This design comes from an exercise in tuning for small area, a short achievable clock period and few clock cycles on the open sky130 flow, not from production work.
Only simulation tests tie the RTL to the original design; equivalence was not proved.
Power is estimated from default activity; no workload was simulated.

## flow/config.mk

```make
export PLATFORM = sky130hd
export DESIGN_NAME = matrix_saddle_point_count
export DESIGN_NICKNAME = matrix_saddle_point_count
export VERILOG_FILES = /design/flow/design.v
export SDC_FILE = /design/flow/constraint.sdc
export NUM_CORES = 4
export LEC_CHECK = 0
export CAP_MARGIN = 20
export CORE_MARGIN = 2
export CORE_UTILIZATION = 35
export CTS_CLUSTER_DIAMETER = 50
export CTS_CLUSTER_SIZE = 40
export PLACE_DENSITY = 0.5
export SETUP_SLACK_MARGIN = 5
export SLEW_MARGIN = 20
export SYNTH_MEMORY_MAX_BITS = 16384
```

## flow/constraint.sdc

```tcl
create_clock -name core_clock -period 8.0 [get_ports {clk_i}]
set_input_delay 1.6000 -clock core_clock [delete_from_list [all_inputs] [get_ports {clk_i}]]
set_output_delay 1.6000 -clock core_clock [all_outputs]
set_load 0.01 [all_outputs]
```

## flow/design.v

```verilog
package msp_pkg;
  localparam int DATA_W    = 32;
  localparam int CFG_W     = 5;
  localparam int CFG_IDX_W = 1;
  localparam int COUNT_W   = 10;
  localparam int MAX_DIM   = 8;
  localparam int IDX_W     = 3;
endpackage
module msp_ctrl (
  input  logic                         clk_i,
  input  logic                         rst_ni,
  input  logic                         in_valid_i,
  output logic                         in_ready_o,
  input  logic                         cfg_we_i,
  input  logic [msp_pkg::CFG_IDX_W-1:0] cfg_idx_i,
  input  logic [msp_pkg::CFG_W-1:0]    cfg_data_i,
  input  logic                         last_a_i,
  input  logic                         cnt_valid_d_i,
  output logic                         take_o,
  output logic                         first_row_o,
  output logic                         first_col_o,
  output logic                         last_col_o,
  output logic                         last_o,
  output logic [msp_pkg::MAX_DIM-1:0]  col_oh_o
);
  localparam int IW = msp_pkg::IDX_W;
  logic [IW-1:0] rm1_q, cm1_q, rm1_d, cm1_d;    
  logic [IW-1:0] row_q, col_q, row_d, col_d;    
  logic          ready_q;    
  logic          last_pos_d;
  logic [msp_pkg::CFG_W-1:0] cfg_m1;
  logic [IW-1:0]             cfg_eff_m1;
  assign cfg_m1 = cfg_data_i - 5'd1;
  always_comb begin
    if (cfg_data_i == 5'd0)      cfg_eff_m1 = 3'd0;
    else if (cfg_data_i > 5'd8)  cfg_eff_m1 = 3'd7;
    else                         cfg_eff_m1 = cfg_m1[IW-1:0];
  end
  assign take_o      = in_valid_i && ready_q;
  assign first_row_o = (row_q == '0);
  assign first_col_o = (col_q == '0);
  assign last_col_o  = (col_q == cm1_q);
  assign last_o      = last_col_o && (row_q == rm1_q);
  logic one_col;
  assign one_col     = (cm1_q == 3'd0);
  always_comb begin
    col_oh_o = '0;
    col_oh_o[col_q] = 1'b1;
  end
  logic lp_cur, lp_next, lp_cfg, cfg_small, busy, stall_d;
  assign lp_cur    = last_o;
  assign cfg_small = (cfg_data_i[4:1] == 4'd0);
  always_comb begin
    if (last_o)          lp_next = (rm1_q == 3'd0) && (cm1_q == 3'd0);
    else if (last_col_o) lp_next = (row_q + 3'd1 == rm1_q) && (cm1_q == 3'd0);
    else                 lp_next = (row_q == rm1_q) && (col_q + 3'd1 == cm1_q);
  end
  assign lp_cfg = cfg_small && ((cfg_idx_i == 1'b0) ? (cm1_q == 3'd0) : (rm1_q == 3'd0));
  always_comb begin
    rm1_d = rm1_q;
    cm1_d = cm1_q;
    row_d = row_q;
    col_d = col_q;
    if (cfg_we_i) begin
      if (cfg_idx_i == 1'b0) rm1_d = cfg_eff_m1;
      else                   cm1_d = cfg_eff_m1;
      row_d = '0;
      col_d = '0;
    end else if (take_o) begin
      if (last_col_o) begin
        col_d = '0;
        row_d = (row_q == rm1_q) ? '0 : row_q + 3'd1;
      end else begin
        col_d = col_q + 3'd1;
      end
    end
    last_pos_d = cfg_we_i ? lp_cfg : (take_o ? lp_next : lp_cur);
    busy    = cnt_valid_d_i || (take_o && last_o) || last_a_i;
    stall_d = (last_pos_d && busy) || (take_o && one_col && !cfg_we_i);
  end
  always_ff @(posedge clk_i or negedge rst_ni) begin
    if (!rst_ni) begin
      rm1_q   <= 3'd3;
      cm1_q   <= 3'd3;
      row_q   <= '0;
      col_q   <= '0;
      ready_q <= 1'b0;
    end else begin
      rm1_q   <= rm1_d;
      cm1_q   <= cm1_d;
      row_q   <= row_d;
      col_q   <= col_d;
      ready_q <= !stall_d;
    end
  end
  assign in_ready_o = ready_q;
endmodule
module msp_cmp #(
  parameter int W = 32
) (
  input  logic [W-1:0] a_i,
  input  logic [W-1:0] b_i,
  output logic         gt_o,
  output logic         eq_o
);
  logic [W-1:0] g, e;
  always_comb begin
    g = a_i & ~b_i;
    e = ~(a_i ^ b_i);
    g[W-1] = ~a_i[W-1] & b_i[W-1];
    for (int n = W / 2; n >= 1; n = n / 2) begin
      for (int k = 0; k < n; k++) begin
        g[k] = g[2*k+1] | (e[2*k+1] & g[2*k]);
        e[k] = e[2*k+1] & e[2*k];
      end
    end
  end
  assign gt_o = g[0];
  assign eq_o = e[0];
endmodule
module msp_datapath (
  input  logic                               clk_i,
  input  logic                               rst_ni,
  input  logic [msp_pkg::DATA_W-1:0]         elem_value_i,
  input  logic                               take_i,
  input  logic                               first_row_i,
  input  logic                               first_col_i,
  input  logic                               last_col_i,
  input  logic                               last_i,
  input  logic [msp_pkg::MAX_DIM-1:0]        col_oh_i,
  input  logic                               cnt_ready_i,
  output logic                               cnt_valid_o,
  output logic                               cnt_valid_d_o,
  output logic                               last_a_o,
  output logic [msp_pkg::COUNT_W-1:0]        count_o
);
  localparam int DW = msp_pkg::DATA_W;
  localparam int N  = msp_pkg::MAX_DIM;
  localparam int IW = msp_pkg::IDX_W;
  logic          va_q;
  logic [DW-1:0] xa_q;
  logic          a_first_row_q, a_first_col_q, a_last_col_q, a_last_q;
  logic [N-1:0]  a_col_q;
  logic [IW-1:0] a_col_bin;
  always_ff @(posedge clk_i or negedge rst_ni) begin
    if (!rst_ni) va_q <= 1'b0;
    else         va_q <= take_i;
  end
  always_ff @(posedge clk_i) begin
    xa_q          <= elem_value_i;
    a_first_row_q <= first_row_i;
    a_first_col_q <= first_col_i;
    a_last_col_q  <= last_col_i;
    a_last_q      <= last_i;
    a_col_q       <= col_oh_i;
  end
  always_comb begin
    a_col_bin = '0;
    for (int j = 0; j < N; j++) begin
      if (a_col_q[j]) a_col_bin = IW'(j);
    end
  end
  logic [DW-1:0] cmin_q [N];
  logic [DW-1:0] cmax_q [N];
  logic [N-1:0]  ka_q, kb_q;           
  logic [DW-1:0] rmax_q, rmin_q;       
  logic [IW-1:0] jmax_q, jmin_q;       
  logic          umax_q, umin_q;       
  logic          nmax_q, nmin_q;       
  logic [DW-1:0] cmin_rd, cmax_rd;
  always_comb begin
    cmin_rd = '0;
    cmax_rd = '0;
    for (int j = 0; j < N; j++) begin
      cmin_rd |= cmin_q[j] & {DW{a_col_q[j]}};
      cmax_rd |= cmax_q[j] & {DW{a_col_q[j]}};
    end
  end
  logic gt_rmax, eq_rmax, lt_rmin, eq_rmin;
  logic lt_cmin, eq_cmin, gt_cmax, eq_cmax;
  msp_cmp #(.W(DW)) u_cmp_rmax (.a_i(xa_q),    .b_i(rmax_q),  .gt_o(gt_rmax), .eq_o(eq_rmax));
  msp_cmp #(.W(DW)) u_cmp_rmin (.a_i(rmin_q),  .b_i(xa_q),    .gt_o(lt_rmin), .eq_o(eq_rmin));
  msp_cmp #(.W(DW)) u_cmp_cmin (.a_i(cmin_rd), .b_i(xa_q),    .gt_o(lt_cmin), .eq_o(eq_cmin));
  msp_cmp #(.W(DW)) u_cmp_cmax (.a_i(xa_q),    .b_i(cmax_rd), .gt_o(gt_cmax), .eq_o(eq_cmax));
  logic a_new_rmax, a_new_rmin;
  assign a_new_rmax = a_first_col_q || gt_rmax;
  assign a_new_rmin = a_first_col_q || lt_rmin;
  always_ff @(posedge clk_i) begin
    if (va_q) begin
      if (a_new_rmax) begin
        rmax_q <= xa_q;
        jmax_q <= a_col_bin;
      end
      if (a_new_rmin) begin
        rmin_q <= xa_q;
        jmin_q <= a_col_bin;
      end
      umax_q <= a_new_rmax || (!eq_rmax && umax_q);
      umin_q <= a_new_rmin || (!eq_rmin && umin_q);
    end
  end
  logic          vb_q;
  logic [DW-1:0] xb_q;
  logic          b_first_row_q, b_first_col_q, b_last_col_q, b_last_q;
  logic [IW-1:0] b_col_q;
  logic          b_new_rmax_q, b_new_rmin_q;
  logic          b_lt_cmin_q, b_eq_cmin_q, b_gt_cmax_q, b_eq_cmax_q;
  always_ff @(posedge clk_i or negedge rst_ni) begin
    if (!rst_ni) vb_q <= 1'b0;
    else         vb_q <= va_q;
  end
  always_ff @(posedge clk_i) begin
    xb_q          <= xa_q;
    b_first_row_q <= a_first_row_q;
    b_first_col_q <= a_first_col_q;
    b_last_col_q  <= a_last_col_q;
    b_last_q      <= a_last_q;
    b_col_q       <= a_col_bin;
    b_new_rmax_q  <= a_new_rmax;
    b_new_rmin_q  <= a_new_rmin;
    b_lt_cmin_q   <= lt_cmin;
    b_eq_cmin_q   <= eq_cmin;
    b_gt_cmax_q   <= gt_cmax;
    b_eq_cmax_q   <= eq_cmax;
  end
  logic          new_cmin, new_cmax, nmax_f, nmin_f;
  logic [N-1:0]  ka_d, kb_d;
  logic          cnt_a, cnt_b;
  assign new_cmin = b_first_row_q || b_lt_cmin_q;
  assign new_cmax = b_first_row_q || b_gt_cmax_q;
  assign nmax_f   = b_new_rmax_q ? new_cmin : nmax_q;
  assign nmin_f   = b_new_rmin_q ? new_cmax : nmin_q;
  always_comb begin
    ka_d = ka_q;
    kb_d = kb_q;
    if (vb_q) begin
      if (b_first_row_q && b_first_col_q) begin
        ka_d = '0;
        kb_d = '0;
      end
      if (new_cmin || b_eq_cmin_q) ka_d[b_col_q] = 1'b0;
      if (new_cmax || b_eq_cmax_q) kb_d[b_col_q] = 1'b0;
      if (b_last_col_q) begin
        if (umax_q && nmax_f) ka_d[jmax_q] = 1'b1;
        if (umin_q && nmin_f) kb_d[jmin_q] = 1'b1;
      end
    end
  end
  assign cnt_a = |ka_d;
  assign cnt_b = |kb_d;
  always_ff @(posedge clk_i) begin
    if (vb_q) begin
      nmax_q <= nmax_f;
      nmin_q <= nmin_f;
      for (int j = 0; j < N; j++) begin
        if (b_col_q == IW'(j)) begin
          if (new_cmin) cmin_q[j] <= xb_q;
          if (new_cmax) cmax_q[j] <= xb_q;
        end
      end
    end
    ka_q <= ka_d;
    kb_q <= kb_d;
  end
  logic       cv_q, cv_d;
  logic [1:0] cnt_q;
  assign cv_d = (vb_q && b_last_q) || (cv_q && !cnt_ready_i);
  always_ff @(posedge clk_i or negedge rst_ni) begin
    if (!rst_ni) cv_q <= 1'b0;
    else         cv_q <= cv_d;
  end
  always_ff @(posedge clk_i) begin
    if (vb_q && b_last_q) cnt_q <= {cnt_a && cnt_b, cnt_a ^ cnt_b};
  end
  assign cnt_valid_o   = cv_q;
  assign cnt_valid_d_o = cv_d;
  assign last_a_o      = va_q && a_last_q;
  assign count_o       = {{(msp_pkg::COUNT_W - 2){1'b0}}, cnt_q};
endmodule
module matrix_saddle_point_count #(
  parameter int MAX_ROWS = 8,
  parameter int MAX_COLS = 8
) (
  input  logic                              clk_i,
  input  logic                              rst_ni,
  input  logic                              elem_valid_i,
  output logic                              elem_ready_o,
  input  logic signed [msp_pkg::DATA_W-1:0] elem_value_i,
  output logic                              count_valid_o,
  input  logic                              count_ready_i,
  output logic [msp_pkg::COUNT_W-1:0]       count_o,
  input  logic                              cfg_we_i,
  input  logic [msp_pkg::CFG_IDX_W-1:0]     cfg_idx_i,
  input  logic [msp_pkg::CFG_W-1:0]         cfg_data_i
);
  logic                       take, first_row, first_col, last_col, last;
  logic [msp_pkg::MAX_DIM-1:0] col_oh;
  logic                       last_a, cnt_valid_d;
  msp_ctrl u_ctrl (
    .clk_i         (clk_i),
    .rst_ni        (rst_ni),
    .in_valid_i    (elem_valid_i),
    .in_ready_o    (elem_ready_o),
    .cfg_we_i      (cfg_we_i),
    .cfg_idx_i     (cfg_idx_i),
    .cfg_data_i    (cfg_data_i),
    .last_a_i      (last_a),
    .cnt_valid_d_i (cnt_valid_d),
    .take_o        (take),
    .first_row_o   (first_row),
    .first_col_o   (first_col),
    .last_col_o    (last_col),
    .last_o        (last),
    .col_oh_o      (col_oh)
  );
  msp_datapath u_datapath (
    .clk_i         (clk_i),
    .rst_ni        (rst_ni),
    .elem_value_i  (elem_value_i),
    .take_i        (take),
    .first_row_i   (first_row),
    .first_col_i   (first_col),
    .last_col_i    (last_col),
    .last_i        (last),
    .col_oh_i      (col_oh),
    .cnt_ready_i   (count_ready_i),
    .cnt_valid_o   (count_valid_o),
    .cnt_valid_d_o (cnt_valid_d),
    .last_a_o      (last_a),
    .count_o       (count_o)
  );
endmodule
```

## flow/flow/run.sh

```bash
#!/bin/bash
set -euo pipefail
sed -e 's/SETUP_SLACK_MARGIN=[0-9.]*/SETUP_SLACK_MARGIN=5.3/' standard.sh > standard_tight.sh
bash standard_tight.sh > standard.log 2>&1
```

## flow/standard.sh

```bash
#!/bin/bash
# synth_recipe.tcl (not shown) runs the flow's synth.tcl, then flattens the netlist and writes it again
# the make line also repeats each setting of config.mk as NAME=value (left out here)
make -C /OpenROAD-flow-scripts/flow DESIGN_CONFIG=/design/flow/config.mk WORK_HOME=/design/flow/orfs CLKGATE_MAP_FILE= SYNTH_SCRIPT=/design/flow/synth_recipe.tcl "${@:-finish}"
```

==> out/metrics.csv, run 1 <==
metric;value;unit
final_core_util;0.4266;
fin_nets;2084;
first_iter_violations;1277;
slew_violations;0;
drtPass1Iterations;5;
grt_max_degree;38;
tns;0;ns
power.leakage;11.52;nW
combPwrFrac;0.104;
worstRegToRegCells;10;
end_kind;output pin;
synth_xor_area_frac;0.003507;
required;6.40;ns
rows;102;
grt_setup_unrepaired;yes;
viasPerCell;5.394;
synthTopCellsByArea;edfxtp_1, dfxtp_1, a22oi_1;
max_freq;366.5;MHz
wirelength;76.99;mm
synthCells;1754;
io_pins;55;
crit_type;flop to output pin;
clockBufferDepth;3;
die_area;80750;um2
insertion_delay;0.64;ns
die_w;284.2;um
synth-simple-area-share;0.05848;
cts_made_buffers;81;
yosys_most_used_dff;edfxtp_1;
path_buf_inv;1;
hold_viol_final;0;
worst_path_max_delay_cell;edfxtp_1;
relSlewSlack;0.4141;
clock-sinks;709;
min_path_type;flop to flop;
place_hpwl;43.71;mm
core-area;77590;um2
seqPwrFrac;0.475;
final_area;33100;um2
syn_area;27470;um2
grt_pass1_vias;16620;
fillCellCount;6966;
cp-start-kind;flop;
yosysWarningCount;5;
synth_area_leader_cell;edfxtp_1;
vias;16180;
synth_top_family_by_area;compound AO/OA/AOI/OAI gates;
drc;0;
synth_top_area_share;0.6427;
clkTransAtPathRegs;0.06;ns
switchingPower;0.002413;W
ctsHoldBuffers;0;
yosysSeqAreaShare;0.7340;
yosysMostFrequentCell;edfxtp_1;
cp_max_fo;1;
clock_skew;0.04406;ns
cts_tree;built;
path_cells;buf_2;
muxShareOfSynthArea;0;
synth_edf_count;588;
dp.cells;2812;
synthToLayoutAreaGrowth;20.48;%
route.detailed.wl_per_inst;25.67;um
start_util;0.3541;
synthTopCellsByCount;edfxtp_1, a22oi_1, ha_1;
grt_pass1_wl;110.6;mm
antenna_found_initial;3;
grt_usage;0.1856;
setup-violations-final;0;
arrival;1.13;ns
ys_types;63;
p_int;0.006747;W
grt-ovfl-total;0;
io_buffers;46;
synth-async-reset-ratio;0.02257;
synth_compound_area_frac;0.1106;
drive_above_1_share;0.1665;
slowest_delay;0.36;ns
swShare;0.2635;
ant_nets;0;
synth-adder-area-share;0.06904;
die_y;284.2;um
maxCapViolCount;0;
period_minus_slack;2.728;ns
gp_congestion;0.7965;
critical_path.top_delay_family;flip-flops;
tightest_slew;0.8767;ns
pwr_density_cell;276.7;nW/um2
vdd_drop_max;0.1445;mV
avgSynthCellArea;15.66;um2
htreeDepth;3;
final-instance-count-excl-fill;2999;
period_share;0.3410;
clkPwrFrac;0.421;
status;timing/DRC/antenna clean;
min_path_cells;0;
root_buffer;clkbuf_16;
dpl_cell_area;29390;um2
whs;0.3262;ns
cp.depth;1;
yosys_register_bits;709;
[logic make-up (layout without fill, tap and decap cells)]
| logic type | after synthesis | after routing |
|---|---|---|
| AOI/OAI and AO/OA | 426 | 426 |
| DFF | 709 | 709 |
| adders and majority gates | 152 | 152 |
| buffers and inverters | 167 | 364 |
| other | 1 | 9 |
| and+or+nand+nor | 288 | 288 |
| xor gates and xnor gates | 11 | 11 |
[final timing paths]
path,from,slack [ns],endpoint
worst max-delay path,u_datapath.cnt_q[0],5.27,count_o[0]
worst min-delay path,u_datapath.a_last_col_q,0.33,u_datapath.b_last_col_q
worst max register to register,u_datapath.a_col_q[6],5.32,u_datapath.b_lt_cmin_q
worst min register to register,u_datapath.a_last_col_q,0.33,u_datapath.b_last_col_q
max in group asynchronous,rst_ni,6.03,u_datapath.vb_q
min in group asynchronous,rst_ni,1.42,u_ctrl.col_q[0]
[metal layers]
layer / up-vias / track usage / wire length (um)
met2: 482 / 0.3050 / 36990
met1: 8312 / 0.2445 / 32900
met5: - / 0 / 22
met3: 116 / 0.03860 / 4880
li1: 7262 / - / -
met4: 4 / 0.06289 / 2195
[power by group through the flow]
stage / Clock [W] / Combinational, W / Sequential, W
after floorplan: 0 / 0.000533 / 0.00436
after global placement: 0 / 0.000866 / 0.00442
after detailed placement: 0 / 0.000874 / 0.00443
after CTS: 0.00394 / 0.000921 / 0.00435
after global routing: 0.00409 / 0.00104 / 0.00437
final: 0.00386 / 0.000950 / 0.00435
[stage by stage]
stage / total power, W / worst slack [ns]
finish: 0.009160 / 5.272
global route: 0.009505 / 5.181
CTS: 0.009211 / 5.234
detailed placement: 0.005301 / 4.505
global placement: 0.005288 / 4.524
floorplan: 0.004894 / 5.046
[area by class of cell]
type	count	area [um2]	area share
flip-flops and latches	709	20230	0.6113
multi-input cells	885	7024	0.2122
clock buffers	88	2127	0.06426
repair buffers	120	1355	0.04094
well taps	1040	1301	0.03931
clock inverters	62	704.4	0.02128
inverters	94	352.8	0.01066
diodes	1	2.502	0.00007560
[layout by cell type, fill, tap and decap left out, types with 27 or more instances in the layout]
cell type | netlist | final
inv_1 | 94 | 92
edfxtp_1 | 588 | 588
a22oi_1 | 256 | 255
nand2_1 | 59 | 59
ha_1 | 150 | 146
clkdlybuf4s50_1 | 0 | 41
and4_1 | 37 | 35
a21oi_1 | 59 | 54
nor2_1 | 56 | 38
dfxtp_1 | 105 | 70
nand4_1 | 56 | 56
clkbuf_16 | 0 | 88
buf_4 | 9 | 46
dfxtp_2 | 0 | 27
[timing repair]
item	in CTS	in global routing
gates resized for setup	102	54
cloned	2	4
setup buffers	10	20
pin swaps	9	12
setup endpoints to repair	211	106
[state kept, by name (all words and copies together) (netlist names), 2 cells and up]
register and count:
u_datapath.cmax_q 256, u_datapath.cmin_q 256, u_datapath.rmax_q 32, u_datapath.rmin_q 32, u_datapath.xa_q 32, u_datapath.xb_q 32
u_datapath.a_col_q 8, u_datapath.ka_q 8, u_datapath.kb_q 8, u_ctrl.cm1_q 3, u_ctrl.col_q 3, u_ctrl.rm1_q 3
u_ctrl.row_q 3, u_datapath.b_col_q 3, u_datapath.jmax_q 3, u_datapath.jmin_q 3, u_datapath.cnt_q 2
Testbench counts, summed over its fixed seeds: cycles 3,948.
==> inputs of run 2 (changes only) <==
--- a/flow/config.mk
+++ b/flow/config.mk
@@ -8,8 +8,8 @@
 export CAP_MARGIN = 20
 export CORE_MARGIN = 2
-export CORE_UTILIZATION = 35
-export CTS_CLUSTER_DIAMETER = 50
-export CTS_CLUSTER_SIZE = 40
-export PLACE_DENSITY = 0.5
+export CORE_UTILIZATION = 45
+export CTS_CLUSTER_DIAMETER = 80
+export CTS_CLUSTER_SIZE = 30
+export PLACE_DENSITY = 0.6
 export SETUP_SLACK_MARGIN = 5
 export SLEW_MARGIN = 20
==> run 2 against run 1 <==
Final area fell by 6.2%. Critical path depth did not move. Power fell by 21%. Cell count fell by 12%. Fmax fell by 1.3%. Wire length fell by 2.5%. Via count fell by 0.59%. Clock power fell by 51%. Flip-flop and latch count did not move. Area after synthesis did not move. First-iteration DRC count rose by 55%. Critical endpoint is now count_valid_o. Largest cell class unchanged.
==> out/metrics.csv, run 2 <==
metric;value;unit;change
cp-start-kind;flop;;unchanged
htreeDepth;1;;was 3
path_buf_inv;1;;unchanged
top_regs;u_datapath.cmax_q (256), u_datapath.cmin_q (256);;unchanged
arrival;1.16;ns;was 1.13 ns
syn_area;27470;um2;unchanged
grt_use_met3;0.02143;;was 0.03860
die_area;63040;um2;was 80,750 um2
status;timing/DRC/antenna clean;;unchanged
hold_viol_final;0;;unchanged
min_path_type;flop to flop;;unchanged
slowest_delay;0.40;ns;was 0.36 ns
setup_ws;5.236;ns;was 5.272 ns
cp_max_fo;2;;was 1
io_pins;55;;unchanged
final_cell_mix;edfxtp_1, a22oi_1, ha_1;;unchanged
io_buffers;46;;unchanged
antenna_found_initial;0;;was 3
place_hpwl;40.01;mm;was 43.71 mm
busiest_layer;met2;;unchanged
insertion_delay;0.64;ns;about the same
period_share;0.3455;;was 0.3410
grt_pass1_vias;15670;;was 16.62k
pwr_density_cell;232.0;nW/um2;was 276.7 nW/um2
yosysWarningCount;5;;unchanged
clock-sinks;709;;unchanged
vdd_drop_max;0.1653;mV;was 0.1445 mV
ant_nets;0;;unchanged
core-area;60360;um2;was 77,590 um2
final_common_cell;edfxtp_1;;unchanged
fin_nets;2036;;was 2,084
power.leakage;10.67;nW;was 11.52 nW
wirelength;75.06;mm;was 76.99 mm
globalRouteMet2Util;0.4013;;was 0.3050
rows;90;;was 102
grt_usage;0.2294;;was 0.1856
drtPass1Iterations;5;;unchanged
yosysMostFrequentCell;edfxtp_1;;unchanged
tns;0;ns;unchanged
synth_top_area_share;0.6427;;unchanged
end_kind;output pin;;unchanged
synth_edf_count;588;;unchanged
die_w;251.1;um;was 284.2 um
fillCellCount;4921;;was 6,966
dp_slack;4.277;ns;was 4.505 ns
drc;0;;unchanged
clkTransAtPathRegs;0.10;ns;was 0.06 ns
yosys_most_used_dff;edfxtp_1;;unchanged
max_freq;361.8;MHz;was 366.5 MHz
grt-ovfl-total;0;;unchanged
yosys_register_bits;709;;unchanged
cts_made_buffers;30;;was 81
drive_above_1_share;0.1180;;was 0.1665
path_cells;buf_2;;unchanged
crit_type;flop to output pin;;unchanged
synth_area_leader_cell;edfxtp_1;;unchanged
synth-async-reset-ratio;0.02257;;unchanged
route.detailed.wl_per_inst;28.35;um;was 25.67 um
yosysSeqAreaShare;0.7340;;unchanged
synthTopCellsByArea;edfxtp_1, dfxtp_1, a22oi_1;;unchanged
synthCells;1754;;unchanged
maxCapViolCount;0;;unchanged
period_minus_slack;2.764;ns;was 2.728 ns
gp_congestion;0.8415;;was 0.7965
seqCellArea;20230;um2;about the same
relSlewSlack;0.4748;;was 0.4141
setup-violations-final;0;;unchanged
start_util;0.4552;;was 0.3541
critical_path.top_delay_family;flip-flops;;unchanged
vias;16080;;was 16.18k
ctsHoldBuffers;0;;unchanged
grt_setup_unrepaired;yes;;unchanged
worst_path_max_delay_cell;dfrtp_1;;was edfxtp_1
clock_skew;0.02984;ns;was 0.04406 ns
cts_tree;built;;unchanged
slew_violations;0;;unchanged
die_y;251.1;um;was 284.2 um
synthTopCellsByCount;edfxtp_1, a22oi_1, ha_1;;unchanged
use_met1;0.3133;;was 0.2445
required;6.40;ns;about the same
clockBufferDepth;3;;unchanged
first_iter_violations;1973;;was 1,277
viasPerCell;6.073;;was 5.394
avgSynthCellArea;15.66;um2;unchanged
synthToLayoutAreaGrowth;13.05;%;was 20.48%
grt_max_degree;46;;was 38
root_buffer;clkbuf_16;;unchanged
grt_pass1_wl;106.1;mm;was 110.6 mm
ys_types;63;;unchanged
tightest_slew;0.7878;ns;was 0.8767 ns
multi_input_area;7012;um2;was 7024 um2
-- run 2: cell counts after synthesis --
No cell type changed its count.
-- run 2: timing repair --
action                     in CTS  in global routing
buffers inserted               16                 17
setup endpoints to repair      98                 81
cloned                          3                  8
pin swaps                       7                 16
resized for setup             105                 48
-- run 2: cell type report --
cell class              instances  area share
flip-flops and latches        709      0.6513
multi-input cells             885      0.2258
repair buffers                123     0.04931
well taps                     782     0.03150
clock buffers                  40     0.02606
inverters                      94     0.01136
clock inverters                14    0.004633
diodes                          1  0.00008057
-- run 2: layer usage --
| layer | share of wire | routed length, um |
|---|---|---|
| met5 | 0 | 0 |
| met4 | 0.023 | 1743 |
| met3 | 0.066 | 4976 |
| met2 | 0.50 | 37270 |
| met1 | 0.41 | 31070 |
-- run 2: cell families after synthesis --
logic type	Yosys count	synth area share
XOR/XNOR	11	0.003507
buffers and inverters	167	0.02423
flip-flops	709	0.7340
AO/OA/AOI/OAI	426	0.1106
AND/OR/NAND/NOR	288	0.05848
adder cells (fa/ha/maj)	152	0.06904
other	1	0.0001365
-- run 2: final timing paths --
| check | cells past startpoint | end | startpoint | slack (ns) |
|---|---|---|---|---|
| max in group asynchronous | 1 | u_datapath.vb_q | rst_ni | 6.06 |
| max reg2reg | 10 | u_datapath.b_gt_cmax_q | u_datapath.a_col_q[7] | 5.31 |
| max | 1 | count_valid_o | u_datapath.cv_q | 5.24 |
| min in group asynchronous | 1 | u_ctrl.ready_q | rst_ni | 1.40 |
| min reg2reg | 0 | u_datapath.b_first_row_q | u_datapath.a_first_row_q | 0.34 |
| min | 0 | u_datapath.b_first_row_q | u_datapath.a_first_row_q | 0.34 |
-- run 2: stage by stage --
step	utilization	hold slack (ns)	total power, W	cell area, um2	std cells
floorplan	-	0.3096	0.004894	27550	1761
global placement	0.4810	0.3106	0.005256	29030	2549
detailed placement	0.4810	0.3193	0.005275	29030	2549
CTS	0.5058	0.3455	0.007187	30530	2622
global route	0.5145	0.3546	0.007465	31060	2647
finish	0.5146	0.3418	0.007207	31060	2648
-- run 2: power breakdown --
group | switching (W) | internal, W
clock | 0.00114 | 0.000764
combinational | 0.000595 | 0.000360
sequential | 0.000145 | 0.00421
total | 0.00188 | 0.00533
==> inputs of run 3 (changes only) <==
--- a/flow/config.mk
+++ b/flow/config.mk
@@ -8,5 +8,5 @@
 export CAP_MARGIN = 20
 export CORE_MARGIN = 2
-export CORE_UTILIZATION = 45
+export CORE_UTILIZATION = 35
 export CTS_CLUSTER_DIAMETER = 80
 export CTS_CLUSTER_SIZE = 30
==> run 3 against run 2 <==
Still clean on timing, DRC and antenna. Final area rose by 2.4%. Clock skew grew 0.013 ns. Critical endpoint unchanged. Combinational power shrank 0.9%. Fmax rose by 0.71%. Die area up 28%. First-iteration DRC count down 13%. Setup slack improved by 0.020 ns.
==> out/metrics.csv, run 3 <==
metric;value;unit;change
status;timing/DRC/antenna clean;;unchanged
die_w;284.2;um;was 251.1 um
arrival;1.14;ns;was 1.16 ns
vdd_drop_max;0.1375;mV;was 0.1653 mV
seqCellArea;20230;um2;about the same
clock_skew;0.04259;ns;was 0.02984 ns
synthTopCellsByCount;edfxtp_1, a22oi_1, ha_1;;unchanged
tightest_slew;0.9323;ns;was 0.7878 ns
critical_path.top_delay_family;flip-flops;;unchanged
synthTopCellsByArea;edfxtp_1, dfxtp_1, a22oi_1;;unchanged
relSlewSlack;0.3770;;was 0.4748
final_common_cell;edfxtp_1;;unchanged
synth-adder-area-share;0.06904;;unchanged
maxCapViolCount;0;;unchanged
clock-sinks;709;;unchanged
clkTransAtPathRegs;0.10;ns;about the same
clockBufferDepth;3;;unchanged
drc;0;;unchanged
hold_viol_final;0;;unchanged
synthCells;1754;;unchanged
grt-ovfl-total;0;;unchanged
cts_made_buffers;37;;was 30
drtPass1Iterations;7;;was 5
required;6.40;ns;about the same
htreeDepth;2;;was 1
grt_setup_unrepaired;yes;;unchanged
synth_xor_area_frac;0.003507;;unchanged
synthToLayoutAreaGrowth;15.75;%;was 13.05%
path_buf_inv;1;;unchanged
start_util;0.3541;;was 0.4552
crit_type;flop to output pin;;unchanged
ant_nets;0;;unchanged
yosys_most_used_dff;edfxtp_1;;unchanged
cp_max_fo;2;;unchanged
synth_area_leader_cell;edfxtp_1;;unchanged
route.detailed.wl_per_inst;25.32;um;was 28.35 um
period_minus_slack;2.744;ns;was 2.764 ns
drive_above_1_share;0.1343;;was 0.1180
synth_edf_count;588;;unchanged
final_area;31800;um2;was 31,060 um2
synth_top_area_share;0.6427;;unchanged
die_y;284.2;um;was 251.1 um
place_hpwl;41.39;mm;was 40.01 mm
root_buffer;clkbuf_16;;unchanged
fin_nets;2056;;was 2,036
setup_ws;5.256;ns;was 5.236 ns
synth-async-reset-ratio;0.02257;;unchanged
min_path_type;flop to flop;;unchanged
power.leakage;10.88;nW;was 10.67 nW
dpl_cell_area;29370;um2;was 29,030 um2
gp_congestion;0.8146;;was 0.8415
pwr_density_cell;240.9;nW/um2;was 232.0 nW/um2
slowest_delay;0.39;ns;was 0.40 ns
final-instance-count-excl-fill;2931;;was 2,648
setup-violations-final;0;;unchanged
io_buffers;46;;unchanged
tns;0;ns;unchanged
grt_usage;0.1746;;was 0.2294
final_cell_mix;edfxtp_1, a22oi_1, ha_1;;unchanged
dp_slack;4.447;ns;was 4.277 ns
fin_total_pwr;0.007660;W;was 0.007207 W
yosysMostFrequentCell;edfxtp_1;;unchanged
viasPerCell;5.453;;was 6.073
fillCellCount;7086;;was 4,921
rrSetupSlack;5.28;ns;was 5.31 ns
yosys_register_bits;709;;unchanged
synth-simple-area-share;0.05848;;unchanged
yosysWarningCount;5;;unchanged
synth_top_family_by_area;compound AO/OA/AOI/OAI gates;;unchanged
die_area;80750;um2;was 63,040 um2
muxShareOfSynthArea;0;;unchanged
grt_pass1_wl;104.6;mm;was 106.1 mm
rows;102;;was 90
worst_path_max_delay_cell;dfrtp_1;;unchanged
vias;15980;;was 16.08k
dp.cells;2809;;was 2,549
grt_max_degree;37;;was 46
num_antenna_cells;0;;was 1
grt_pass1_vias;15680;;was 15.67k
slew_violations;0;;unchanged
avgSynthCellArea;15.66;um2;unchanged
period_share;0.3430;;was 0.3455
yosysSeqAreaShare;0.7340;;unchanged
top_regs;u_datapath.cmax_q (256), u_datapath.cmin_q (256);;unchanged
cp-start-kind;flop;;unchanged
path_cells;buf_2;;unchanged
max_freq;364.4;MHz;was 361.8 MHz
io_pins;55;;unchanged
ys_types;63;;unchanged
first_iter_violations;1726;;was 1,973
cts_tree;built;;unchanged
antenna_found_initial;1;;was 0
core-area;77590;um2;was 60,360 um2
end_kind;output pin;;unchanged
multi_input_area;7019;um2;was 7012 um2
insertion_delay;0.62;ns;was 0.64 ns
syn_area;27470;um2;unchanged
wirelength;74.22;mm;was 75.06 mm
synth_compound_area_frac;0.1106;;unchanged
-- run 3: cell types whose count changed in the layout (fill, tap and decap cells not counted), moves of 3 or more --
cell / change
o21ai_0: -3
buf_4: +15
inv_16: +3
inv_2: -3
clkbuf_16: +8
buf_8: +3
dfxtp_1: -7
o21ai_2: +3
inv_12: +6
dfxtp_2: +8
-- run 3: cell families after synthesis --
group / after synthesis
fa+ha+maj: 152
other cells: 1
buf+inv: 167
simple gates: 288
xor+xnor: 11
flops: 709
compound gates: 426
-- run 3: through the flow --
stage / hold WS (ns) / util
after CTS: 0.3366 / 0.4020
after global placement: 0.3119 / 0.3785
final: 0.3346 / 0.4098
after detailed placement: 0.3164 / 0.3785
after floorplan: 0.3096 / -
after global routing: 0.3422 / 0.4098
-- run 3: repair_timing --
action,in CTS,in global routing
pin swaps,8,18
gates cloned,1,8
hold buffers,0,0
resized for setup,100,52
hold endpoints to repair,0,0
setup buffers,20,26
endpoints found under the setup margin,81,82
-- run 3: per-layer routing --
| layer | GRT usage | share of wire |
|---|---|---|
| met3 | 0.03010 | 0.071 |
| met1 | 0.2290 | 0.42 |
| met2 | 0.2963 | 0.48 |
| met5 | 0 | 0 |
| met4 | 0.05184 | 0.029 |
-- run 3: worst paths after layout --
kind / startpoint / to / cells past startpoint
setup / recovery: u_datapath.cv_q / count_valid_o / 1
min in group asynchronous: rst_ni / u_ctrl.row_q[1] / 1
setup reg to reg: u_datapath.b_col_q[0] / u_datapath.cnt_q[0] / 7
hold / removal: u_datapath.a_first_row_q / u_datapath.b_first_row_q / 0
hold reg to reg: u_datapath.a_first_row_q / u_datapath.b_first_row_q / 0
max in group asynchronous: rst_ni / u_datapath.vb_q / 1
-- run 3: where the power goes --
group	switching, W	internal [W]
logic	0.000590	0.000356
clock network	0.00132	0.00105
registers	0.000140	0.00421
-- run 3: cell type report --
cell class / instances / share of cell area
sequential: 709 / 0.6362
multi-input combinational: 885 / 0.2207
timing repair buffer: 136 / 0.04871
tap: 1040 / 0.04092
clock buffer: 47 / 0.03163
inverter: 94 / 0.01110
clock inverter: 20 / 0.01070
==> inputs of run 4 (changes only) <==
--- a/flow/config.mk
+++ b/flow/config.mk
@@ -11,5 +11,5 @@
 export CTS_CLUSTER_DIAMETER = 80
 export CTS_CLUSTER_SIZE = 30
-export PLACE_DENSITY = 0.6
+export PLACE_DENSITY = 0.4
 export SETUP_SLACK_MARGIN = 5
 export SLEW_MARGIN = 20
==> run 4 against run 3 <==
Register-to-register slack better by 0.02 ns. Critical path depth unchanged. Count of clock-buffer cells in the layout is 1 lower. Wire length is 16% higher. Area after synthesis unchanged. Global-route usage grew 3.6 points. Largest cell class unchanged. Highest routed layer unchanged.
==> out/metrics.csv, run 4 <==
metric;value;unit;change
path_buf_inv;1;;unchanged
top_regs;u_datapath.cmax_q (256), u_datapath.cmin_q (256);;unchanged
yosysWarningCount;5;;unchanged
num_antenna_cells;0;;unchanged
combPwrFrac;0.128;;was 0.124
yosys_most_used_dff;edfxtp_1;;unchanged
critical_path.top_delay_family;flip-flops;;unchanged
io_pins;55;;unchanged
worst_path_max_delay_cell;dfrtp_1;;unchanged
synth_area_leader_cell;edfxtp_1;;unchanged
grt_usage;0.2109;;was 0.1746
io_buffers;46;;unchanged
period_minus_slack;2.747;ns;was 2.744 ns
cp-start-kind;flop;;unchanged
route.detailed.wl_per_inst;29.24;um;was 25.32 um
tightest_slew;0.8596;ns;was 0.9323 ns
synthTopCellsByCount;edfxtp_1, a22oi_1, ha_1;;unchanged
slew_violations;0;;unchanged
pwr_density_cell;247.8;nW/um2;was 240.9 nW/um2
drtPass1Iterations;7;;unchanged
status;timing/DRC/antenna clean;;unchanged
yosys_register_bits;709;;unchanged
ys_types;63;;unchanged
grt_pass1_wl;120.9;mm;was 104.6 mm
grt_pass1_vias;15920;;was 15.68k
grt_setup_unrepaired;yes;;unchanged
required;6.40;ns;about the same
vdd_drop_max;0.1295;mV;was 0.1375 mV
min_path_type;flop to flop;;unchanged
synth_edf_count;588;;unchanged
drive_above_1_share;0.1409;;was 0.1343
grt_max_degree;42;;was 37
tns;0;ns;unchanged
seqPwrFrac;0.549;;was 0.567
globalRouteMet2Util;0.3393;;was 0.2963
swShare;0.2785;;was 0.2674
gp_congestion;0.7772;;was 0.8146
syn_area;27470;um2;unchanged
end_kind;output pin;;unchanged
synthTopCellsByArea;edfxtp_1, dfxtp_1, a22oi_1;;unchanged
crit_type;flop to output pin;;unchanged
ant_nets;0;;unchanged
place_hpwl;46.96;mm;was 41.39 mm
dpl_cell_area;29340;um2;was 29,370 um2
clock_skew;0.02882;ns;was 0.04259 ns
max_freq;364.0;MHz;was 364.4 MHz
viasPerCell;5.386;;was 5.453
switchingPower;0.002211;W;was 0.002048 W
die_w;284.2;um;unchanged
p_int;0.005728;W;was 0.005612 W
synth-async-reset-ratio;0.02257;;unchanged
power.leakage;11.04;nW;was 10.88 nW
grt_use_met3;0.03612;;was 0.03010
cp_max_fo;2;;unchanged
die_area;80750;um2;unchanged
rows;102;;unchanged
relSlewSlack;0.4256;;was 0.3770
clkPwrFrac;0.323;;was 0.309
clock-sinks;709;;unchanged
final-instance-count-excl-fill;2949;;was 2,931
period_share;0.3434;;was 0.3430
htreeDepth;2;;unchanged
core-area;77590;um2;unchanged
insertion_delay;0.62;ns;about the same
final_area;32040;um2;was 31,800 um2
slowest_delay;0.40;ns;was 0.39 ns
hold_viol_final;0;;unchanged
cts_made_buffers;41;;was 37
grt-ovfl-total;0;;unchanged
final_common_cell;edfxtp_1;;unchanged
synthToLayoutAreaGrowth;16.64;%;was 15.75%
final_cell_mix;edfxtp_1, a22oi_1, ha_1;;unchanged
first_iter_violations;1290;;was 1,726
maxCapViolCount;0;;unchanged
arrival;1.15;ns;was 1.14 ns
yosysMostFrequentCell;edfxtp_1;;unchanged
die_y;284.2;um;unchanged
drc;0;;unchanged
path_cells;buf_2;;unchanged
start_util;0.3541;;unchanged
clockBufferDepth;3;;unchanged
synthCells;1754;;unchanged
cts_tree;built;;unchanged
avgSynthCellArea;15.66;um2;unchanged
dp.cells;2802;;was 2,809
clkTransAtPathRegs;0.09;ns;was 0.10 ns
fin_nets;2069;;was 2,056
synth_top_area_share;0.6427;;unchanged
busiest_layer;met2;;unchanged
setup-violations-final;0;;unchanged
antenna_found_initial;3;;was 1
yosysSeqAreaShare;0.7340;;unchanged
root_buffer;clkbuf_16;;unchanged
wirelength;86.23;mm;was 74.22 mm
vias;15880;;was 15.98k
use_met1;0.2966;;was 0.2290
run 4: changes by cell type in the layout (fill, tap and decap cells not counted), moves of 5 or more:
cell | before | now
buf_12 | 9 | 16
buf_4 | 58 | 64
dfxtp_2 | 26 | 20
inv_6 | 2 | 8
clkbuf_1 | 8 | 3
clkinv_8 | 1 | 6
run 4: final timing paths:
check | from | to | slack (ns) | depth (start not counted)
max in group asynchronous | rst_ni | u_datapath.vb_q | 5.99 | 1
setup reg to reg | u_datapath.jmax_q[1] | u_datapath.cnt_q[0] | 5.30 | 8
hold reg to reg | u_datapath.a_last_col_q | u_datapath.b_last_col_q | 0.34 | 0
hold / removal | u_datapath.a_last_col_q | u_datapath.b_last_col_q | 0.34 | 0
min in group asynchronous | rst_ni | u_datapath.vb_q | 1.45 | 1
setup / recovery | u_ctrl.ready_q | elem_ready_o | 5.25 | 1
run 4: layout make-up:
class	instances	area, um2
Multi-Input combinational cell	885	7024
Clock buffer	46	1087
Inverter	94	352.8
Fill cell	7141	45550
Clock inverter	30	422.9
Tap cell	1040	1301
Timing Repair Buffer	145	1622
Sequential cell	709	20230
run 4: stage by stage:
stage	setup slack (ns)	hold WS (ns)	power, W	util
after CTS	5.215	0.3464	0.007998	0.4086
after global placement	4.262	0.3110	0.005326	0.3781
after global routing	5.205	0.3566	0.008258	0.4130
final	5.253	0.3380	0.007939	0.4130
after detailed placement	4.284	0.3269	0.005323	0.3781
after floorplan	5.046	0.3096	0.004894	-
run 4: cells by family (layout without fill, tap and decap cells):
| logic type | after synthesis | in the layout | share of synthesized area |
|---|---|---|---|
| flip-flops | 709 | 709 | 0.7340 |
| AO/OA/AOI/OAI | 426 | 426 | 0.1106 |
| AND/OR/NAND/NOR | 288 | 288 | 0.05848 |
| buffers and inverters | 167 | 315 | 0.02423 |
| adder cells (fa/ha/maj) | 152 | 152 | 0.06904 |
| XOR/XNOR | 11 | 11 | 0.003507 |
| other | 1 | 8 | 0.0001365 |
run 4: metal layers:
metal | vias to the layer above | wire, um
met5 | - | 0
met4 | 0 | 2014
met3 | 102 | 4509
met2 | 358 | 40490
met1 | 8242 | 39210
li1 | 7181 | -
run 4: worst reg2reg max path: stages (launching register included):
cell	delay, ns
edfxtp_1	0.48
inv_1	0.15
ha_1	0.23
or3b_2	0.42
or4_1	0.45
o21ai_1	0.25
nor4_2	0.06
nand4bb_1	0.19
ha_4	0.23
run 4: repair_timing:
item	4_1_cts	5_1_grt
resized for setup	86	43
hold buffers	0	0
buffers inserted	45	22
gates cloned	3	1
pin swaps	11	17
endpoints found under the setup margin	311	131
run 4: power by group through the flow:
stage                     registers (W)  clock network (W)  logic (W)
after global placement          0.00446                  0   0.000868
after detailed placement        0.00446                  0   0.000865
final                           0.00436            0.00257    0.00102
after global routing            0.00438            0.00276    0.00112
after floorplan                 0.00436                  0   0.000533
after CTS                       0.00436            0.00264    0.00100
==> inputs of run 5 (changes only) <==
--- a/flow/config.mk
+++ b/flow/config.mk
@@ -11,5 +11,5 @@
 export CTS_CLUSTER_DIAMETER = 80
 export CTS_CLUSTER_SIZE = 30
-export PLACE_DENSITY = 0.4
+export PLACE_DENSITY = 0.5
 export SETUP_SLACK_MARGIN = 5
 export SLEW_MARGIN = 20
==> run 5 against run 4 <==
Still clean on timing, DRC and antenna. Power is 5.6% lower. Sequential share of layout area is 1.3 points higher. Final area is 2.0% lower. Clock power is 14% lower. Critical path depth stayed put. Area after synthesis stayed put. Flip-flop and latch count stayed put. First-iteration DRC count is 16% higher. Critical path type unchanged. Highest routed layer is now met5.
==> out/metrics.csv, run 5 <==
metric;value;unit;change
cp-start-kind;flop;;unchanged
clock-sinks;709;;unchanged
path_buf_inv;1;;unchanged
synthToLayoutAreaGrowth;14.35;%;was 16.64%
critical_path.top_delay_family;flip-flops;;unchanged
grt_usage;0.1804;;was 0.2109
clkTransAtPathRegs;0.10;ns;was 0.09 ns
synthTopCellsByCount;edfxtp_1, a22oi_1, ha_1;;unchanged
antenna_found_initial;3;;unchanged
multi_input_area;6970;um2;was 7024 um2
relSlewSlack;0.3821;;was 0.4256
p_int;0.005499;W;was 0.005728 W
ctsHoldBuffers;0;;unchanged
maxCapViolCount;0;;unchanged
place_hpwl;43.71;mm;was 46.96 mm
grt-ovfl-total;0;;unchanged
start_util;0.3541;;unchanged
root_buffer;clkbuf_16;;unchanged
rows;102;;unchanged
period_minus_slack;2.698;ns;was 2.747 ns
cts_tree;built;;unchanged
gp_congestion;0.7965;;was 0.7772
dpl_cell_area;29390;um2;was 29,340 um2
synth_area_leader_cell;edfxtp_1;;unchanged
core-area;77590;um2;unchanged
io_pins;55;;unchanged
vdd_drop_max;0.1260;mV;was 0.1295 mV
yosys_register_bits;709;;unchanged
io_buffers;46;;unchanged
final_common_cell;edfxtp_1;;unchanged
htreeDepth;2;;unchanged
fin_nets;2032;;was 2,069
power.leakage;10.68;nW;was 11.04 nW
synth_edf_count;588;;unchanged
drtPass1Iterations;5;;was 7
setup-violations-final;0;;unchanged
min_path_type;flop to flop;;unchanged
final_area;31410;um2;was 32,040 um2
seqPwrFrac;0.580;;was 0.549
vias;15780;;was 15.88k
switchingPower;0.001994;W;was 0.002211 W
status;timing/DRC/antenna clean;;unchanged
grt_max_degree;37;;was 42
pwr_density_cell;238.5;nW/um2;was 247.8 nW/um2
final_cell_mix;edfxtp_1, a22oi_1, ha_1;;unchanged
drc;0;;unchanged
hold_viol_final;0;;unchanged
die_area;80750;um2;unchanged
ys_types;63;;unchanged
first_iter_violations;1490;;was 1,290
final_core_util;0.4048;;was 0.4130
cts_made_buffers;35;;was 41
synth_top_area_share;0.6427;;unchanged
yosys_most_used_dff;edfxtp_1;;unchanged
yosysWarningCount;5;;unchanged
yosysMostFrequentCell;edfxtp_1;;unchanged
route.detailed.wl_per_inst;26.08;um;was 29.24 um
viasPerCell;5.432;;was 5.386
grt_use_met3;0.02705;;was 0.03612
max_freq;370.6;MHz;was 364.0 MHz
slowest_delay;0.38;ns;was 0.40 ns
die_y;284.2;um;unchanged
slew_violations;0;;unchanged
seqCellArea;20240;um2;was 20,230 um2
clkPwrFrac;0.295;;was 0.323
die_w;284.2;um;unchanged
clock_skew;0.02447;ns;was 0.02882 ns
worst_path_max_delay_cell;edfxtp_1;;was dfrtp_1
combPwrFrac;0.125;;was 0.128
wirelength;75.77;mm;was 86.23 mm
insertion_delay;0.59;ns;was 0.62 ns
busiest_layer;met2;;unchanged
top_regs;u_datapath.cmax_q (256), u_datapath.cmin_q (256);;unchanged
path_cells;buf_2;;unchanged
crit_type;flop to output pin;;unchanged
yosysSeqAreaShare;0.7340;;unchanged
grt_pass1_wl;108.2;mm;was 120.9 mm
ant_nets;0;;unchanged
avgSynthCellArea;15.66;um2;unchanged
tns;0;ns;unchanged
num_antenna_cells;0;;unchanged
tightest_slew;0.9246;ns;was 0.8596 ns
syn_area;27470;um2;unchanged
use_met1;0.2435;;was 0.2966
clockBufferDepth;3;;unchanged
swShare;0.2662;;was 0.2785
period_share;0.3373;;was 0.3434
synthTopCellsByArea;edfxtp_1, dfxtp_1, a22oi_1;;unchanged
synthCells;1754;;unchanged
end_kind;output pin;;unchanged
required;6.40;ns;about the same
whs;0.3346;ns;was 0.3380 ns
grt_setup_unrepaired;yes;;unchanged
synth-async-reset-ratio;0.02257;;unchanged
drive_above_1_share;0.1206;;was 0.1409
cp_max_fo;1;;was 2
arrival;1.10;ns;was 1.15 ns
fillCellCount;7069;;was 7,141
globalRouteMet2Util;0.3038;;was 0.3393
fin_total_pwr;0.007493;W;was 0.007939 W
grt_pass1_vias;16100;;was 15.92k
run 5: routing by layer:
layer / share of wire / routed length, um / vias up
met1: 0.43 / 32420 / 8181
met3: 0.057 / 4286 / 94
met4: 0.024 / 1832 / 4
li1: - / - / 7094
met2: 0.49 / 37210 / 406
met5: 0.00029 / 22 / -
run 5: logic make-up after synthesis:
group,Yosys count,share of synthesized area
compound gates,426,0.1106
xor+xnor,11,0.003507
other cells,1,0.0001365
buf+inv,167,0.02423
flops,709,0.7340
simple gates,288,0.05848
fa+ha+maj,152,0.06904
run 5: repair_timing:
action	4_1_cts	5_1_grt
setup endpoints to repair	211	50
setup buffers	8	13
pin swaps	7	15
gates cloned	0	9
resized for setup	101	50
run 5: per-stage QoR:
stage	cells	setup slack, ns
final	2905	5.302
after global routing	2905	5.244
after CTS	2883	5.256
after detailed placement	2812	4.505
after global placement	2812	4.524
after floorplan	1761	5.046
run 5: worst paths after layout:
path / startpoint / end / slack (ns) / cells past startpoint
hold reg to reg: u_datapath.a_first_row_q / u_datapath.b_first_row_q / 0.33 / 0
setup reg to reg: u_datapath.a_col_q[4] / u_datapath.b_lt_cmin_q / 5.36 / 10
setup / recovery: u_datapath.cnt_q[0] / count_o[0] / 5.30 / 1
min in group asynchronous: rst_ni / u_ctrl.row_q[0] / 1.46 / 1
max in group asynchronous: rst_ni / u_datapath.vb_q / 6.00 / 1
hold / removal: u_datapath.a_first_row_q / u_datapath.b_first_row_q / 0.33 / 0
run 5: cell type report:
type / count / area share
clock buffer: 45 / 0.03043
inverter: 94 / 0.01123
sequential: 709 / 0.6442
tap: 1040 / 0.04142
clock inverter: 18 / 0.008205
timing repair buffer: 114 / 0.04266
multi-input combinational: 885 / 0.2219
run 5: power by group through the flow:
stage / Combinational, W / Clock, W / Sequential (W)
after floorplan: 0.000533 / 0 / 0.00436
after global placement: 0.000866 / 0 / 0.00442
after detailed placement: 0.000874 / 0 / 0.00443
after CTS: 0.000916 / 0.00228 / 0.00435
after global routing: 0.00103 / 0.00239 / 0.00437
final: 0.000936 / 0.00221 / 0.00435
==> inputs of run 6 (changes only) <==
--- a/flow/config.mk
+++ b/flow/config.mk
@@ -6,5 +6,5 @@
 export NUM_CORES = 4
 export LEC_CHECK = 0
-export CAP_MARGIN = 20
+export CAP_MARGIN = 0
 export CORE_MARGIN = 2
 export CORE_UTILIZATION = 35
@@ -13,4 +13,4 @@
 export PLACE_DENSITY = 0.5
 export SETUP_SLACK_MARGIN = 5
-export SLEW_MARGIN = 20
+export SLEW_MARGIN = 0
 export SYNTH_MEMORY_MAX_BITS = 16384
==> run 6 against run 5 <==
First-iteration DRC count is the same. Power is the same. Sequential power is essentially flat. Critical path depth is the same. Worst hold slack is the same. Flip-flop and latch count is the same. Non-clock buffer count is the same. Core utilization is the same. Largest cell class unchanged. Setup slack is the same. Critical path type unchanged. Area after synthesis is the same. Via count is the same. Die area is the same.
==> out/metrics.csv, run 6 <==
metric;value;unit;change
die_y;284.2;um;unchanged
num_antenna_cells;0;;unchanged
clock_skew;0.02447;ns;unchanged
antenna_found_initial;3;;unchanged
relSlewSlack;0.3821;;unchanged
yosysMostFrequentCell;edfxtp_1;;unchanged
hold_viol_final;0;;unchanged
setup-violations-final;0;;unchanged
fillCellCount;7069;;unchanged
synthCells;1754;;unchanged
avgSynthCellArea;15.66;um2;unchanged
worst_path_max_delay_cell;edfxtp_1;;unchanged
ys_types;63;;unchanged
whs;0.3346;ns;unchanged
start_util;0.3541;;unchanged
synthTopCellsByArea;edfxtp_1, dfxtp_1, a22oi_1;;unchanged
grt_usage;0.1804;;unchanged
period_share;0.3373;;unchanged
yosys_register_bits;709;;unchanged
maxCapViolCount;0;;unchanged
critical_path.top_delay_family;flip-flops;;unchanged
slew_violations;0;;unchanged
synth-async-reset-ratio;0.02257;;unchanged
ctsHoldBuffers;0;;unchanged
cts_tree;built;;unchanged
syn_area;27470;um2;unchanged
crit_type;flop to output pin;;unchanged
grt-ovfl-total;0;;unchanged
root_buffer;clkbuf_16;;unchanged
route.detailed.wl_per_inst;26.08;um;unchanged
wirelength;75.77;mm;unchanged
cp_max_fo;1;;unchanged
gp_congestion;0.7965;;unchanged
io_buffers;46;;unchanged
synth_edf_count;588;;unchanged
required;6.40;ns;about the same
drtPass1Iterations;5;;unchanged
tightest_slew;0.9246;ns;unchanged
grt_max_degree;37;;unchanged
die_w;284.2;um;unchanged
die_area;80750;um2;unchanged
cp-start-kind;flop;;unchanged
yosysWarningCount;5;;unchanged
path_cells;buf_2;;unchanged
end_kind;output pin;;unchanged
cts_made_buffers;35;;unchanged
yosysSeqAreaShare;0.7340;;unchanged
final_cell_mix;edfxtp_1, a22oi_1, ha_1;;unchanged
multi_input_area;6970;um2;unchanged
final_common_cell;edfxtp_1;;unchanged
viasPerCell;5.432;;unchanged
arrival;1.10;ns;about the same
drive_above_1_share;0.1206;;unchanged
grt_setup_unrepaired;yes;;unchanged
clkTransAtPathRegs;0.10;ns;about the same
grt_pass1_wl;108.2;mm;unchanged
period_minus_slack;2.698;ns;unchanged
rows;102;;unchanged
min_path_type;flop to flop;;unchanged
power.leakage;10.68;nW;unchanged
status;timing/DRC/antenna clean;;unchanged
seqCellArea;20240;um2;unchanged
slowest_delay;0.38;ns;about the same
synth_area_leader_cell;edfxtp_1;;unchanged
synthTopCellsByCount;edfxtp_1, a22oi_1, ha_1;;unchanged
yosys_most_used_dff;edfxtp_1;;unchanged
synth_top_area_share;0.6427;;unchanged
place_hpwl;43.71;mm;unchanged
io_pins;55;;unchanged
clockBufferDepth;3;;unchanged
insertion_delay;0.59;ns;about the same
core-area;77590;um2;unchanged
pwr_density_cell;238.5;nW/um2;unchanged
synthToLayoutAreaGrowth;14.35;%;unchanged
rrSetupSlack;5.36;ns;about the same
drc;0;;unchanged
ant_nets;0;;unchanged
max_freq;370.6;MHz;unchanged
fin_nets;2032;;unchanged
first_iter_violations;1490;;unchanged
vdd_drop_max;0.1260;mV;unchanged
clock-sinks;709;;unchanged
vias;15780;;unchanged
tns;0;ns;unchanged
top_regs;u_datapath.cmax_q (256), u_datapath.cmin_q (256);;unchanged
grt_pass1_vias;16100;;unchanged
path_buf_inv;1;;unchanged
htreeDepth;2;;unchanged
## run 6: area by class of cell
class	instances	area share
Sequential cell	709	0.6442
Multi-Input combinational cell	885	0.2219
Timing Repair Buffer	114	0.04266
Tap cell	1040	0.04142
Clock buffer	45	0.03043
Inverter	94	0.01123
Clock inverter	18	0.008205
## run 6: worst paths after layout
path / from / depth (start not counted) / end
worst max-delay path: u_datapath.cnt_q[0] / 1 / count_o[0]
min in group asynchronous: rst_ni / 1 / u_ctrl.row_q[0]
max in group asynchronous: rst_ni / 1 / u_datapath.vb_q
worst min register to register: u_datapath.a_first_row_q / 0 / u_datapath.b_first_row_q
worst min-delay path: u_datapath.a_first_row_q / 0 / u_datapath.b_first_row_q
worst max register to register: u_datapath.a_col_q[4] / 10 / u_datapath.b_lt_cmin_q
## run 6: metrics by stage
stage                     utilization  worst slack, ns  instance area, um2  total power, W  std cells
after detailed placement       0.3788            4.505               29390        0.005301       2812
after global placement         0.3788            4.524               29390        0.005288       2812
after CTS                      0.3986            5.256               30930        0.007537       2883
after floorplan                     -            5.046               27550        0.004894       1761
after global routing           0.4048            5.244               31410        0.007788       2905
final                          0.4048            5.302               31410        0.007493       2905
## run 6: where the power goes
part | switching, W | internal [W] | total (W) | leakage [nW]
clock | 0.00126 | 0.000950 | 0.00221 | 0.586
combinational | 0.000594 | 0.000342 | 0.000936 | 3.66
sequential | 0.000139 | 0.00421 | 0.00435 | 6.44
## run 6: per-layer routing
layer  wire, um  up-vias  share of wire  GRT usage
met2      37210      406           0.49     0.3038
met4       1832        4          0.024    0.04776
li1           -     7094              -          -
met1      32420     8181           0.43     0.2435
met3       4286       94          0.057    0.02705
met5         22        -        0.00029          0
## run 6: kinds of logic (layout without fill, tap and decap cells)
logic type	after synthesis	in the layout	share of synthesized area
AND/OR/NAND/NOR	288	288	0.05848
adder cells (fa/ha/maj)	152	152	0.06904
buffers and inverters	167	271	0.02423
AO/OA/AOI/OAI	426	426	0.1106
flip-flops	709	709	0.7340
XOR/XNOR	11	11	0.003507
other	1	8	0.0001365
## run 6: worst reg2reg max path: stages, from the launching register on
cell and delay (ns):
dfxtp_2 0.34, buf_12 0.18, buf_16 0.27, a22oi_1 0.16, nand4_1 0.25, ha_1 0.39, a21o_1 0.18, a21o_1 0.17
a221oi_2 0.20, o31ai_1 0.11, a221o_1 0.30
## run 6: what timing repair did
action / CTS / global route
setup buffers: 8 / 13
resized for setup: 101 / 50
hold endpoints to repair: 0 / 0
pin swaps: 7 / 15
endpoints found under the setup margin: 211 / 50
cloned: 0 / 9
==> inputs of run 7 (changes only) <==
--- a/flow/config.mk
+++ b/flow/config.mk
@@ -6,5 +6,5 @@
 export NUM_CORES = 4
 export LEC_CHECK = 0
-export CAP_MARGIN = 0
+export CAP_MARGIN = 10
 export CORE_MARGIN = 2
 export CORE_UTILIZATION = 35
@@ -13,4 +13,4 @@
 export PLACE_DENSITY = 0.5
 export SETUP_SLACK_MARGIN = 5
-export SLEW_MARGIN = 0
+export SLEW_MARGIN = 10
 export SYNTH_MEMORY_MAX_BITS = 16384
==> run 7 against run 6 <==
Non-clock buffer count unchanged. Wire length unchanged. Sequential power about the same. Combinational power about the same. Clock skew unchanged. Sequential share of layout area unchanged. Count of clock-buffer cells in the layout unchanged. Global-route usage unchanged. Die area unchanged. Flip-flop and latch count unchanged. Clock power about the same. Largest cell class unchanged. Largest power group unchanged.
==> out/metrics.csv, run 7 <==
metric;value;unit;change
cts_made_buffers;35;;unchanged
vias;15780;;unchanged
drc;0;;unchanged
status;timing/DRC/antenna clean;;unchanged
die_w;284.2;um;unchanged
synthToLayoutAreaGrowth;14.35;%;unchanged
yosys_most_used_dff;edfxtp_1;;unchanged
start_util;0.3541;;unchanged
cp-startpoint;u_datapath.cnt_q[0];;unchanged
yosysWarningCount;5;;unchanged
relSlewSlack;0.3821;;unchanged
synth_top_area_share;0.6427;;unchanged
synth-simple-area-share;0.05848;;unchanged
slowest_delay;0.38;ns;about the same
grt_usage;0.1804;;unchanged
grt_setup_unrepaired;yes;;unchanged
place_hpwl;43.71;mm;unchanged
synth_top_family_by_area;compound AO/OA/AOI/OAI gates;;unchanged
synth_xor_area_frac;0.003507;;unchanged
final_common_cell;edfxtp_1;;unchanged
route.detailed.wl_per_inst;26.08;um;unchanged
num_antenna_cells;0;;unchanged
wl_met2;37.21;mm;unchanged
whs;0.3346;ns;unchanged
tightest_slew;0.9246;ns;unchanged
synth_area_leader_cell;edfxtp_1;;unchanged
yosysSeqAreaShare;0.7340;;unchanged
first_iter_violations;1490;;unchanged
power.leakage;10.68;nW;unchanged
critical_path.top_delay_family;flip-flops;;unchanged
crit_type;flop to output pin;;unchanged
period_minus_slack;2.698;ns;unchanged
slew_violations;0;;unchanged
end_kind;output pin;;unchanged
avgSynthCellArea;15.66;um2;unchanged
rrSetupSlack;5.36;ns;about the same
insertion_delay;0.59;ns;about the same
synth-async-reset-ratio;0.02257;;unchanged
synthTopCellsByArea;edfxtp_1, dfxtp_1, a22oi_1;;unchanged
ys_types;63;;unchanged
period_share;0.3373;;unchanged
arrival;1.10;ns;about the same
synthCells;1754;;unchanged
synth_edf_count;588;;unchanged
synth_compound_area_frac;0.1106;;unchanged
drtPass1Iterations;5;;unchanged
final_cell_mix;edfxtp_1, a22oi_1, ha_1;;unchanged
grt_pass1_vias;16100;;unchanged
dp.cells;2812;;unchanged
min_path_type;flop to flop;;unchanged
cp.depth;1;;unchanged
ctsHoldBuffers;0;;unchanged
wirelength;75.77;mm;unchanged
die_area;80750;um2;unchanged
cp-start-kind;flop;;unchanged
synthTopCellsByCount;edfxtp_1, a22oi_1, ha_1;;unchanged
ant_nets;0;;unchanged
setup-violations-final;0;;unchanged
path_cells;buf_2;;unchanged
worstRegToRegCells;10;;unchanged
yosys_register_bits;709;;unchanged
r2r-end;u_datapath.b_lt_cmin_q;;unchanged
clock_skew;0.02447;ns;unchanged
antenna_found_initial;3;;unchanged
htreeDepth;2;;unchanged
fillCellCount;7069;;unchanged
pwr_density_cell;238.5;nW/um2;unchanged
viasPerCell;5.432;;unchanged
fin_total_pwr;0.007493;W;unchanged
grt-ovfl-total;0;;unchanged
die_y;284.2;um;unchanged
timing.rr.start;u_datapath.a_col_q[4];;unchanged
cp_max_fo;1;;unchanged
syn_area;27470;um2;unchanged
hold_viol_final;0;;unchanged
required;6.40;ns;about the same
fin_nets;2032;;unchanged
cts_tree;built;;unchanged
path_buf_inv;1;;unchanged
top_regs;u_datapath.cmax_q (256), u_datapath.cmin_q (256);;unchanged
core-area;77590;um2;unchanged
synth-adder-area-share;0.06904;;unchanged
vdd_drop_max;0.1260;mV;unchanged
maxCapViolCount;0;;unchanged
crit_end;count_o[0];;unchanged
grt_pass1_wl;108.2;mm;unchanged
final-instance-count-excl-fill;2905;;unchanged
wl_met1;32.42;mm;unchanged
gp_congestion;0.7965;;unchanged
io_buffers;46;;unchanged
yosysMostFrequentCell;edfxtp_1;;unchanged
clkTransAtPathRegs;0.10;ns;about the same
wl_met3;4.286;mm;unchanged
grt_max_degree;37;;unchanged
muxShareOfSynthArea;0;;unchanged
io_pins;55;;unchanged
root_buffer;clkbuf_16;;unchanged
topRoutingLayerUsed;met5;;unchanged
clockBufferDepth;3;;unchanged
drive_above_1_share;0.1206;;unchanged
tns;0;ns;unchanged
clock-sinks;709;;unchanged
max_freq;370.6;MHz;unchanged
rows;102;;unchanged
worst_path_max_delay_cell;edfxtp_1;;unchanged
[run 7: power breakdown]
group          internal (W)  switching [W]  total (W)
clock              0.000950        0.00126    0.00221
combinational      0.000342       0.000594   0.000936
sequential          0.00421       0.000139    0.00435
[run 7: per-layer routing]
layer	vias to the layer above	track usage
li1	7094	-
met1	8181	0.2435
met2	406	0.3038
met3	94	0.02705
met4	4	0.04776
met5	-	0
[run 7: kinds of logic (layout without fill, tap and decap cells)]
kind of cell	Yosys count	after routing
buffers and inverters	167	271
other	1	8
and+or+nand+nor	288	288
adders and majority gates	152	152
xor gates and xnor gates	11	11
AOI/OAI and AO/OA	426	426
DFF	709	709
[run 7: worst min-delay path by stage]
stage	startpoint	endpoint	slack (ns)	cells after the start
floorplan	u_datapath.a_first_row_q	u_datapath.b_first_row_q	0.31	0
CTS	u_datapath.a_last_col_q	u_datapath.b_last_col_q	0.34	0
global placement	u_datapath.a_first_row_q	u_datapath.b_first_row_q	0.32	0
detailed placement	u_datapath.a_last_col_q	u_datapath.b_last_col_q	0.32	0
global route	u_datapath.a_first_row_q	u_datapath.b_first_row_q	0.34	0
finish	u_datapath.a_first_row_q	u_datapath.b_first_row_q	0.33	0
[run 7: metrics by stage]
step                        util  cell area [um2]  worst slack, ns
after floorplan                -            27550            5.046
after global placement    0.3788            29390            4.524
after detailed placement  0.3788            29390            4.505
after CTS                 0.3986            30930            5.256
after global routing      0.4048            31410            5.244
final                     0.4048            31410            5.302
[run 7: cell type report]
class | count | area (um2) | share of cell area
Clock buffer | 45 | 955.9 | 0.03043
Clock inverter | 18 | 257.7 | 0.008205
Inverter | 94 | 352.8 | 0.01123
Multi-Input combinational cell | 885 | 6970 | 0.2219
Sequential cell | 709 | 20240 | 0.6442
Tap cell | 1040 | 1301 | 0.04142
Timing Repair Buffer | 114 | 1340 | 0.04266
[run 7: timing repair]
action                     CTS  global route
setup endpoints to repair  211            50
resized for setup          101            50
cloned                       0             9
pin swaps                    7            15
buffers inserted             8            13

[afterwards: timing with drivers on the ports]
In the flow no input, the clock included, has a driving cell. The finished layouts below were timed again as built, in two steps.
Step 1 (the two cells are an assumption about what drives the block):
set clk [get_ports {clk_i}]
set_driving_cell -lib_cell sky130_fd_sc_hd__clkbuf_16 $clk
set_driving_cell -lib_cell sky130_fd_sc_hd__buf_2 [delete_from_list [all_inputs] $clk]
Step 2 adds t to the input delays and takes it off the output delays; t is the mean of the earliest and latest rising clock arrival at the registers after step 1. Input paths then give back, and output paths get back, about the clock's delay inside the block.
Three values: no drivers, after step 1, after step 2; two values: the first two.
run	t, ns	slack for setup (ns)	latest minus earliest clock arrival (ns)	worst slew at a driven data input, ns
run 1	0.684	5.272 / 5.212 / 4.786	0.051 / 0.050	0.04
run 2	0.684	5.236 / 5.176 / 4.789	0.030 / 0.030	0.07
run 3	0.662	5.256 / 5.192 / 4.763	0.047 / 0.046	0.07
run 4	0.676	5.253 / 5.185 / 4.765	0.032 / 0.033	0.05
run 5	0.637	5.302 / 5.244 / 4.798	0.026 / 0.025	0.04
run 6	0.637	5.302 / 5.244 / 4.798	0.026 / 0.025	0.04
run 7	0.637	5.302 / 5.244 / 4.798	0.026 / 0.025	0.04
After both steps setup and hold are still met in every run listed.
